From an optimization exercise on the open Yosys and OpenROAD flow, aimed at small area; shortcuts taken in it are not production practice. The RTL was checked by simulation tests, not by an equivalence proof against the original design. Power figures rest on the tool's default switching activity, not on a simulated workload.

==> flow/design.v <==
`default_nettype none
package mmio_pkg;
    typedef enum logic [1:0] {
        WAVE_SAW    = 2'd0,
        WAVE_SQUARE = 2'd1
    } ddfs_wave_e;
    typedef enum logic [2:0] {
        ADSR_IDLE    = 3'd0,
        ADSR_ATTACK  = 3'd1,
        ADSR_DECAY   = 3'd2,
        ADSR_SUSTAIN = 3'd3,
        ADSR_RELEASE = 3'd4
    } adsr_state_e;
endpackage
`default_nettype wire
`timescale 1ns/100ps
`default_nettype none
module mmio_controller (
    input  logic                                     i_mmio_cs,
    input  logic                                     i_mmio_write,
    input  logic                                     i_mmio_read,
    input  logic [21-1:0]                  i_mmio_addr,
    input  logic [32-1:0]                  i_mmio_write_data,
    output logic [32-1:0]                  o_mmio_read_data,
    output logic [64-1:0]               o_slot_cs,
    output logic [64-1:0]               o_slot_read,
    output logic [64-1:0]               o_slot_write,
    output logic [5-1:0]                   o_slot_reg_addr,
    output logic [32-1:0]                  o_slot_write_data,
    input  logic [64*32-1:0]  i_slot_read_data
);
    logic [6-1:0] slot;
    assign slot              = i_mmio_addr[5 +: 6];
    assign o_slot_reg_addr   = i_mmio_addr[5-1:0];
    assign o_slot_write_data = i_mmio_write_data;
    always_comb begin
        o_slot_cs       = '0;
        o_slot_cs[slot] = i_mmio_cs;
    end
    assign o_slot_read  = i_mmio_read  ? o_slot_cs : '0;
    assign o_slot_write = i_mmio_write ? o_slot_cs : '0;
    assign o_mmio_read_data = i_slot_read_data[slot*32 +: 32];
endmodule
`default_nettype wire
`timescale 1ns/100ps
`default_nettype none
module mmio_gpo (
    input  logic                    i_clk,
    input  logic                    i_arst_n,
    input  logic                    i_cs,
    input  logic                    i_write,
    input  logic                    i_read,
    input  logic [5-1:0]  i_addr,
    input  logic [32-1:0] i_write_data,
    output logic [32-1:0] o_read_data,
    output logic [32-1:0] o_gpo
);
    always_ff @(posedge i_clk or negedge i_arst_n) begin
        if (!i_arst_n) begin
            o_gpo <= '0;
        end else if (i_cs && i_write) begin
            o_gpo <= i_write_data;
        end
    end
    assign o_read_data = (i_cs && i_read) ? o_gpo : '0;
endmodule
`default_nettype wire
`timescale 1ns/100ps
`default_nettype none
import mmio_pkg::*;
module mmio_ddfs
(
    input  logic                    i_clk,
    input  logic                    i_arst_n,
    input  logic                    i_cs,
    input  logic                    i_write,
    input  logic                    i_read,
    input  logic [5-1:0]  i_addr,
    input  logic [32-1:0] i_write_data,
    output logic [32-1:0] o_read_data,
    output logic [31:0]             o_fcw,
    output logic [31:0]             o_poff,
    output logic [1:0]              o_wave,
    output logic [15:0]             o_amp,
    output logic                    o_env_sel
);
    logic [2:0] ctrl;
    always_ff @(posedge i_clk or negedge i_arst_n) begin
        if (!i_arst_n) begin
            ctrl   <= '0;
            o_fcw  <= '0;
            o_poff <= '0;
            o_amp  <= '0;
        end else if (i_cs && i_write) begin
            case (i_addr)
                0: ctrl   <= i_write_data[2:0];
                1:  o_fcw  <= i_write_data;
                2: o_poff <= i_write_data;
                3:  o_amp  <= i_write_data[15:0];
                default: ;
            endcase
        end
    end
    assign o_env_sel = ctrl[0];
    assign o_wave    = ctrl[2:1];
    always_comb begin
        o_read_data = '0;
        if (i_cs && i_read) begin
            case (i_addr)
                0: o_read_data = {29'd0, ctrl};
                1:  o_read_data = o_fcw;
                2: o_read_data = o_poff;
                3:  o_read_data = {16'd0, o_amp};
                default:        o_read_data = '0;
            endcase
        end
    end
endmodule
`default_nettype wire
`timescale 1ns/100ps
`default_nettype none
import mmio_pkg::*;
module ddfs_core
(
    input  logic        i_clk,
    input  logic        i_arst_n,
    input  logic        i_sample_tick,
    input  logic [31:0] i_fcw,
    input  logic [31:0] i_poff,
    input  logic [1:0]  i_wave,
    input  logic [15:0] i_amp,
    input  logic [15:0] i_env_ext,
    input  logic        i_env_sel,
    output logic [15:0] o_pcm_out,
    output logic        o_pcm_valid
);
    logic [31:0]        phase;
    logic [31:0]        phase_off;
    logic signed [15:0] wave;
    logic [15:0]        gain;
    logic signed [32:0] product;
    assign phase_off = phase + i_poff;
    always_comb begin
        case (i_wave)
            WAVE_SQUARE: wave = phase_off[31] ? 16'sh8001 : 16'sh7FFF;
            default:     wave = $signed(phase_off[31:16]);
        endcase
    end
    assign gain    = i_env_sel ? i_env_ext : i_amp;
    assign product = wave * $signed({1'b0, gain});
    always_ff @(posedge i_clk or negedge i_arst_n) begin
        if (!i_arst_n) begin
            phase       <= '0;
            o_pcm_out   <= '0;
            o_pcm_valid <= 1'b0;
        end else begin
            o_pcm_valid <= i_sample_tick;
            if (i_sample_tick) begin
                phase     <= phase + i_fcw;
                o_pcm_out <= product[30:15];
            end
        end
    end
endmodule
`default_nettype wire
`timescale 1ns/100ps
`default_nettype none
import mmio_pkg::*;
module mmio_adsr
(
    input  logic                    i_clk,
    input  logic                    i_arst_n,
    input  logic                    i_cs,
    input  logic                    i_write,
    input  logic                    i_read,
    input  logic [5-1:0]  i_addr,
    input  logic [32-1:0] i_write_data,
    output logic [32-1:0] o_read_data,
    input  logic [15:0]             i_env,
    input  logic [2:0]             i_state,
    output logic [15:0]             o_attack_step,
    output logic [15:0]             o_decay_step,
    output logic [15:0]             o_sustain_lvl,
    output logic [15:0]             o_release_step,
    output logic                    o_start,
    output logic                    o_release
);
    logic gate_wr;
    assign gate_wr = i_cs && i_write && (i_addr == 4);
    always_ff @(posedge i_clk or negedge i_arst_n) begin
        if (!i_arst_n) begin
            o_attack_step  <= '0;
            o_decay_step   <= '0;
            o_sustain_lvl  <= '0;
            o_release_step <= '0;
        end else if (i_cs && i_write) begin
            case (i_addr)
                0:  o_attack_step  <= i_write_data[15:0];
                1:   o_decay_step   <= i_write_data[15:0];
                2: o_sustain_lvl  <= i_write_data[15:0];
                3: o_release_step <= i_write_data[15:0];
                default: ;
            endcase
        end
    end
    always_ff @(posedge i_clk or negedge i_arst_n) begin
        if (!i_arst_n) begin
            o_start   <= 1'b0;
            o_release <= 1'b0;
        end else begin
            o_start   <= gate_wr && i_write_data[0];
            o_release <= gate_wr && i_write_data[1];
        end
    end
    always_comb begin
        o_read_data = '0;
        if (i_cs && i_read) begin
            case (i_addr)
                0:  o_read_data = {16'd0, o_attack_step};
                1:   o_read_data = {16'd0, o_decay_step};
                2: o_read_data = {16'd0, o_sustain_lvl};
                3: o_read_data = {16'd0, o_release_step};
                5:  o_read_data = {13'd0, i_state, i_env};
                default:           o_read_data = '0;
            endcase
        end
    end
endmodule
`default_nettype wire
`timescale 1ns/100ps
`default_nettype none
import mmio_pkg::*;
module adsr_core
(
    input  logic        i_clk,
    input  logic        i_arst_n,
    input  logic        i_sample_tick,
    input  logic        i_start,
    input  logic        i_release,
    input  logic [15:0] i_attack_step,
    input  logic [15:0] i_decay_step,
    input  logic [15:0] i_sustain_lvl,
    input  logic [15:0] i_release_step,
    output logic [15:0] o_env,
    output logic [2:0] o_state
);
    logic [15:0] sustain;
    logic [16:0] env_up;
    logic [16:0] env_decay;
    logic [16:0] env_rel;
    assign sustain = (i_sustain_lvl > 16'h7FFF) ? 16'h7FFF : i_sustain_lvl;
    assign env_up    = {1'b0, o_env} + {1'b0, i_attack_step};
    assign env_decay = {1'b0, o_env} - {1'b0, i_decay_step};
    assign env_rel   = {1'b0, o_env} - {1'b0, i_release_step};
    always_ff @(posedge i_clk or negedge i_arst_n) begin
        if (!i_arst_n) begin
            o_state <= ADSR_IDLE;
            o_env   <= '0;
        end else if (i_start) begin
            o_state <= ADSR_ATTACK;
        end else if (i_release && o_state != ADSR_IDLE) begin
            o_state <= ADSR_RELEASE;
        end else if (i_sample_tick) begin
            case (o_state)
                ADSR_ATTACK: begin
                    if (env_up >= {1'b0, 16'h7FFF}) begin
                        o_env   <= 16'h7FFF;
                        o_state <= ADSR_DECAY;
                    end else begin
                        o_env <= env_up[15:0];
                    end
                end
                ADSR_DECAY: begin
                    if (env_decay[16] || env_decay[15:0] <= sustain) begin
                        o_env   <= sustain;
                        o_state <= ADSR_SUSTAIN;
                    end else begin
                        o_env <= env_decay[15:0];
                    end
                end
                ADSR_RELEASE: begin
                    if (env_rel[16] || env_rel[15:0] == '0) begin
                        o_env   <= '0;
                        o_state <= ADSR_IDLE;
                    end else begin
                        o_env <= env_rel[15:0];
                    end
                end
                default: ;
            endcase
        end
    end
endmodule
`default_nettype wire
`timescale 1ns/100ps
`default_nettype none
import mmio_pkg::*;
module mmio_top
(
    input  logic                    i_clk,
    input  logic                    i_arst_n,
    input  logic                    i_mmio_cs,
    input  logic                    i_mmio_write,
    input  logic                    i_mmio_read,
    input  logic [21-1:0] i_mmio_addr,
    input  logic [32-1:0] i_mmio_write_data,
    output logic [32-1:0] o_mmio_read_data,
    input  logic                    i_sample_tick,
    output logic [3:0]              o_led,
    output logic [15:0]             o_pcm_out,
    output logic                    o_pcm_valid
);
    logic [64-1:0]              slot_cs;
    logic [64-1:0]              slot_read;
    logic [64-1:0]              slot_write;
    logic [5-1:0]                  slot_reg_addr;
    logic [32-1:0]                 slot_write_data;
    logic [64*32-1:0] slot_read_data;
    mmio_controller mmio_controller_unit (
        .i_mmio_cs         (i_mmio_cs),
        .i_mmio_write      (i_mmio_write),
        .i_mmio_read       (i_mmio_read),
        .i_mmio_addr       (i_mmio_addr),
        .i_mmio_write_data (i_mmio_write_data),
        .o_mmio_read_data  (o_mmio_read_data),
        .o_slot_cs         (slot_cs),
        .o_slot_read       (slot_read),
        .o_slot_write      (slot_write),
        .o_slot_reg_addr   (slot_reg_addr),
        .o_slot_write_data (slot_write_data),
        .i_slot_read_data  (slot_read_data)
    );
    logic [32-1:0] gpo;
    mmio_gpo mmio_gpo_unit (
        .i_clk        (i_clk),
        .i_arst_n     (i_arst_n),
        .i_cs         (slot_cs[0]),
        .i_write      (slot_write[0]),
        .i_read       (slot_read[0]),
        .i_addr       (slot_reg_addr),
        .i_write_data (slot_write_data),
        .o_read_data  (slot_read_data[0*32 +: 32]),
        .o_gpo        (gpo)
    );
    assign o_led = gpo[3:0];
    logic [31:0] fcw;
    logic [31:0] poff;
    logic [1:0]  wave;
    logic [15:0] amp;
    logic        env_sel;
    logic [15:0] env;
    mmio_ddfs mmio_ddfs_unit (
        .i_clk        (i_clk),
        .i_arst_n     (i_arst_n),
        .i_cs         (slot_cs[1]),
        .i_write      (slot_write[1]),
        .i_read       (slot_read[1]),
        .i_addr       (slot_reg_addr),
        .i_write_data (slot_write_data),
        .o_read_data  (slot_read_data[1*32 +: 32]),
        .o_fcw        (fcw),
        .o_poff       (poff),
        .o_wave       (wave),
        .o_amp        (amp),
        .o_env_sel    (env_sel)
    );
    ddfs_core ddfs_core_unit (
        .i_clk         (i_clk),
        .i_arst_n      (i_arst_n),
        .i_sample_tick (i_sample_tick),
        .i_fcw         (fcw),
        .i_poff        (poff),
        .i_wave        (wave),
        .i_amp         (amp),
        .i_env_ext     (env),
        .i_env_sel     (env_sel),
        .o_pcm_out     (o_pcm_out),
        .o_pcm_valid   (o_pcm_valid)
    );
    logic [15:0] attack_step;
    logic [15:0] decay_step;
    logic [15:0] sustain_lvl;
    logic [15:0] release_step;
    logic        start;
    logic        release_cmd;
    logic [2:0] state;
    mmio_adsr mmio_adsr_unit (
        .i_clk          (i_clk),
        .i_arst_n       (i_arst_n),
        .i_cs           (slot_cs[2]),
        .i_write        (slot_write[2]),
        .i_read         (slot_read[2]),
        .i_addr         (slot_reg_addr),
        .i_write_data   (slot_write_data),
        .o_read_data    (slot_read_data[2*32 +: 32]),
        .i_env          (env),
        .i_state        (state),
        .o_attack_step  (attack_step),
        .o_decay_step   (decay_step),
        .o_sustain_lvl  (sustain_lvl),
        .o_release_step (release_step),
        .o_start        (start),
        .o_release      (release_cmd)
    );
    adsr_core adsr_core_unit (
        .i_clk          (i_clk),
        .i_arst_n       (i_arst_n),
        .i_sample_tick  (i_sample_tick),
        .i_start        (start),
        .i_release      (release_cmd),
        .i_attack_step  (attack_step),
        .i_decay_step   (decay_step),
        .i_sustain_lvl  (sustain_lvl),
        .i_release_step (release_step),
        .o_env          (env),
        .o_state        (state)
    );
    for (genvar i = 3; i < 64; i++) begin : g_unused_slot
        assign slot_read_data[i*32 +: 32] = 32'hFFFF_FFFF;
    end
endmodule
`default_nettype wire
==> flow/run.sh <==
#!/bin/bash
# synth_recipe.tcl (not shown) runs the flow's synth.tcl, then flattens the netlist and writes it again
# the make line also repeats each setting of config.mk as NAME=value (left out here)
make -C /OpenROAD-flow-scripts/flow DESIGN_CONFIG=/design/flow/config.mk WORK_HOME=/design/flow/orfs CLKGATE_MAP_FILE= SYNTH_SCRIPT=/design/flow/synth_recipe.tcl finish
==> flow/config.mk <==
export PLATFORM = sky130hd
export DESIGN_NAME = mmio_top
export DESIGN_NICKNAME = mmio_top
export VERILOG_FILES = /design/flow/design.v
export SDC_FILE = /design/flow/constraint.sdc
export NUM_CORES = 4
export LEC_CHECK = 0
export CAP_MARGIN = 20
export CORE_MARGIN = 2
export CORE_UTILIZATION = 40
export SLEW_MARGIN = 20
==> flow/constraint.sdc <==
create_clock -name core_clock -period 15.0 [get_ports {i_clk}]
set_input_delay 3.0000 -clock core_clock [delete_from_list [all_inputs] [get_ports {i_clk}]]
set_output_delay 3.0000 -clock core_clock [all_outputs]
set_load 0.01 [all_outputs]
==> impl_metrics.json <==
{
  "status": "no timing/DRC/antenna violations",
  "dp.final_hpwl_mm": 60.9,
  "worst_path_max_delay_cell": "sky130_fd_sc_hd__nand2_1",
  "final_layout_size_suffix_gt1_frac": 0.123,
  "synth_area_per_cell_um2": 9.21,
  "core_area_mm2": 0.0631,
  "synth-async-reset-ratio": 1.00,
  "syn-num-nets": 3260,
  "grt_start_max_net_pins": 106,
  "io_buffers": 101,
  "slew_headroom": 0.178,
  "cts-hold-fix-buffers": 0,
  "drtAntennaViolNets": 0,
  "dp_worst_setup_slack_ps": 4910,
  "instance_count_of_the_mapped_netlist": 2770,
  "cell_internal_pwr_uw": 1540,
  "drt_pass1_iterations": 5,
  "cts_htree_levels": 1,
  "yosysUniqueCellTypes": 78,
  "crit_path_frequent_cell": "sky130_fd_sc_hd__fa_1",
  "utilization": 0.452,
  "timing.critical_path.fanout_max": 13,
  "grt_first_pass_wirelength_mm": 125,
  "seq_power_share": 0.307,
  "number_of_antenna_violations_at_the_first_check_in_global_routing": 2,
  "yosysSeqAreaShare": 0.244,
  "floorplan.initialDensity": 0.404,
  "power.net_switching_uw": 976,
  "clk_path_buf_depth": 3,
  "sink_count_of_the_clock_tree": 249,
  "r2r_cells": 29,
  "maxClockFrequency_mhz": 98.1,
  "worst_skew_pair.late_latency_ps": 620,
  "worst_setup_hold_path_clk_slew_ps": 60,
  "first_global_vias": 21532,
  "ys_seq_elements": 249,
  "core.rowCount": 92,
  "post_synth_instance_area_mm2": 0.0255,
  "die_height_um": 257,
  "setup_ws_ps": 4810,
  "min_period_over_period": 0.679,
  "synth_flop_cell": "sky130_fd_sc_hd__dfrtp_1",
  "clk_root_buffer_cell": "sky130_fd_sc_hd__clkbuf_16",
  "globalplace.congestion": 0.957,
  "synth_enable_flop_cells": 0,
  "fin_setup_tns_ps": 0,
  "critPathMaxStageDelay_ps": 610,
  "detail_route.wl_per_cell_um": 21.9,
  "rsz0062_at_grt": "no",
  "timing.clock.skew_ps": 40.5,
  "comb_power_share": 0.383,
  "die_w_um": 257,
  "reg2reg_setup_slack_ps": 4810,
  "r2r_start": "ddfs_core_unit.phase[5]",
  "vias": 21194,
  "filler_cell_count": 6198,
  "drcViolationCount": 0,
  "globalRoute.totalOverflow": 0,
  "maxSlewViolCount": 0,
  "timing.hold.worst_endpoint": "ddfs_core_unit.o_pcm_out[0]",
  "switching_share": 0.387,
  "syn_to_final_growth_pct": 11.7,
  "setup-violations-final": 0,
  "critPathRequiredTime_ps": 15470,
  "worstReg2RegEnd": "ddfs_core_unit.o_pcm_out[15]",
  "worst-setup-path-type": "flop to flop",
  "holdCritStartpoint": "ddfs_core_unit.o_pcm_out[0]",
  "tritoncts.num_buffers": 31,
  "final-hold-violation-count": 0,
  "drv_cap": 0,
  "synth_warnings": 6,
  "worstSetupStartpointType": "flop",
  "leakage_uw": 0.0136,
  "worstSetupEndpointType": "flop",
  "io_pins": 112,
  "hold-path-cell-count": 2,
  "clock_power_share": 0.310,
  "final_nets": 3319,
  "drt_first_iter_violations": 1543,
  "p_per_area_mw_per_mm2": 88.5,
  "cts_repair_resize_count": 0,
  "cts_tree": "done",
  "hold_path.class": "flop to flop",
  "design.die.area_mm2": 0.0658,
  "postCtsSetupRepairBufs": 0,
  "drt_wl_total_mm": 81.0,
  "vdd_ir_drop_max_mv": 0.122,
  "vias_per_cell": 5.73,
  "critPathArrivalTime_ps": 10660,
  "grt.total_usage": 0.244,
  "post-route-min-period_ps": 10190,
  "worst_slew_pin_slew_ps": 1200
}
[synth_stat cells (all sizes together), types with 6 or more instances]
cell type  instances  area [µm²]
a211oi            30         230
a21o              51         383
a21oi            166         838
a222oi            18         180
a22o              16         140
a22oi             32         240
a31o               6        52.6
and2              19         119
and3              16         100
buf               20         100
clkbuf            90         338
dfrtp            249        6230
fa               197        3940
ha               234        2930
inv              320        1200
mux2             224        2520
mux2i             28         280
nand2            249         935
nand2b            18         113
nand3             31         155
nand4             25         156
nor2             244         916
nor2b             18         113
nor3              30         150
nor4               7        43.8
o211ai            14         115
o21a              29         218
o21ai            142         711
o21bai            14         105
o221ai            17         149
o31ai             15         113
or2               15        93.8
or3               10        62.6
or4                8        60.1
xnor2             67         587
xor2              31         272
[cell type report]
cell class,count,area [µm²],share of cell area
inverters,320,1200,0.0421
clock buffers,39,856,0.0300
diodes,1,2.50,0.0000878
well taps,846,1060,0.0371
clock inverters,19,204,0.00716
flip-flops and latches,249,6230,0.219
multi-input cells,2091,17700,0.620
repair buffers,136,1260,0.0443
[worst max-delay path, delay by kind of cell (launching register included)]
family          cells  cell delay [ps]
fa+ha+maj           8             3750
flops               1              410
compound gates      5             1410
mux                 1              260
buf+inv             4              610
xor+xnor            2              740
simple gates        9             2850
[flip-flops by register name, indices dropped and copies added, names as in the netlist, 16 cells and up]
register	cells
mmio_adsr_unit.o_release_step	16
mmio_adsr_unit.o_attack_step	16
ddfs_core_unit.o_pcm_out	16
mmio_ddfs_unit.o_fcw	32
mmio_ddfs_unit.o_poff	32
mmio_ddfs_unit.o_amp	16
mmio_adsr_unit.o_sustain_lvl	16
mmio_gpo_unit.o_gpo	32
adsr_core_unit.o_env	16
mmio_adsr_unit.o_decay_step	16
ddfs_core_unit.phase	32
[metal layers]
metal / vias to the layer above / GRT usage / routed length [µm]
met4: 2 / 0.0759 / 2380
met5: - / 0 / 12
met3: 123 / 0.0459 / 5960
met2: 718 / 0.388 / 37100
met1: 10650 / 0.335 / 35500
li1: 9701 / - / -
[how the worst max path moves through the flow]
| stage | slack, ps | end | cells after the start | start |
|---|---|---|---|---|
| floorplan | 6650 | ddfs_core_unit.o_pcm_out[15] | 32 | ddfs_core_unit.phase[16] |
| global placement | 5020 | ddfs_core_unit.o_pcm_out[15] | 29 | ddfs_core_unit.phase[2] |
| detailed placement | 4910 | ddfs_core_unit.o_pcm_out[15] | 29 | ddfs_core_unit.phase[5] |
| CTS | 4840 | ddfs_core_unit.o_pcm_out[15] | 29 | ddfs_core_unit.phase[5] |
| global route | 4310 | ddfs_core_unit.o_pcm_out[15] | 29 | ddfs_core_unit.phase[5] |
| finish | 4810 | ddfs_core_unit.o_pcm_out[15] | 29 | ddfs_core_unit.phase[5] |
[cell usage in the layout, fill, tap and decap left out, types with 12 or more instances in the layout]
cell                              instances
sky130_fd_sc_hd__a211oi_1                29
sky130_fd_sc_hd__a21o_1                  51
sky130_fd_sc_hd__a21oi_1                160
sky130_fd_sc_hd__a222oi_1                18
sky130_fd_sc_hd__a22o_1                  16
sky130_fd_sc_hd__a22oi_1                 32
sky130_fd_sc_hd__and2_1                  19
sky130_fd_sc_hd__and3_1                  16
sky130_fd_sc_hd__buf_4                   34
sky130_fd_sc_hd__clkbuf_16               31
sky130_fd_sc_hd__clkdlybuf4s50_1         97
sky130_fd_sc_hd__dfrtp_1                249
sky130_fd_sc_hd__fa_1                   197
sky130_fd_sc_hd__ha_1                   234
sky130_fd_sc_hd__inv_1                  320
sky130_fd_sc_hd__mux2_2                 216
sky130_fd_sc_hd__mux2i_1                 27
sky130_fd_sc_hd__nand2_1                247
sky130_fd_sc_hd__nand2b_1                18
sky130_fd_sc_hd__nand3_1                 31
sky130_fd_sc_hd__nand4_1                 25
sky130_fd_sc_hd__nor2_1                 243
sky130_fd_sc_hd__nor2b_1                 18
sky130_fd_sc_hd__nor3_1                  29
sky130_fd_sc_hd__o211ai_1                12
sky130_fd_sc_hd__o21a_1                  29
sky130_fd_sc_hd__o21ai_0                135
sky130_fd_sc_hd__o21bai_1                14
sky130_fd_sc_hd__o221ai_1                17
sky130_fd_sc_hd__o31ai_1                 15
sky130_fd_sc_hd__or2_2                   15
sky130_fd_sc_hd__xnor2_1                 67
sky130_fd_sc_hd__xor2_1                  31
[stage by stage]
step | power, µW | instances | instance area [µm²] | hold slack (ps)
global route | 2670 | 3700 | 28500 | 512
detailed placement | 1730 | 3639 | 27400 | 480
global placement | 1710 | 3638 | 27400 | 470
floorplan | 1430 | 2770 | 25500 | 450
finish | 2520 | 3701 | 28500 | 487
CTS | 2520 | 3697 | 28500 | 492
[kinds of logic (layout without fill, tap and decap cells)]
group | count (synthesis) | after routing | synth area share
compound gates | 609 | 609 | 0.157
xor+xnor | 98 | 98 | 0.0336
fa+ha+maj | 431 | 431 | 0.269
buf+inv | 430 | 514 | 0.0643
flops | 249 | 249 | 0.244
mux | 252 | 252 | 0.110
other cells | 1 | 2 | 0.000147
simple gates | 700 | 700 | 0.122
[power by group through the flow]
stage	Combinational, µW	Clock, µW	Sequential, µW
6_report	965	782	774
5_1_grt	1060	828	777
4_1_cts	950	798	772
3_5_place_dp	944	0	784
3_3_place_gp	927	0	783
2_1_floorplan	680	0	753

[port drivers added, routing unchanged]
The results above use ideal ports. As a check the final layout listed here was re-extracted and re-timed, cells and wires unchanged.
Step 1 assumes that a clkbuf_16 drives the clock port and a buf_2 every other input.
Step 2 adds t to the input delays and takes it off the output delays; t is the mean of the earliest and latest rising clock arrival at the registers after step 1. Input paths then give back, and output paths get back, about the clock's delay inside the block.
a / b / c = no drivers / after step 1 / after step 2; a / b = the first two.
shift t [ns]: 0.657
setup WS [ns]: 4.808 / 4.806 / 4.806
worst slew at a driven data input, ns: 0.06
pins driven straight from the clock port: 1
After both steps setup and hold are still met in this run. For this run, drivers alone change the setup slack by -0.002 ns; drivers and shift together by -0.002 ns.
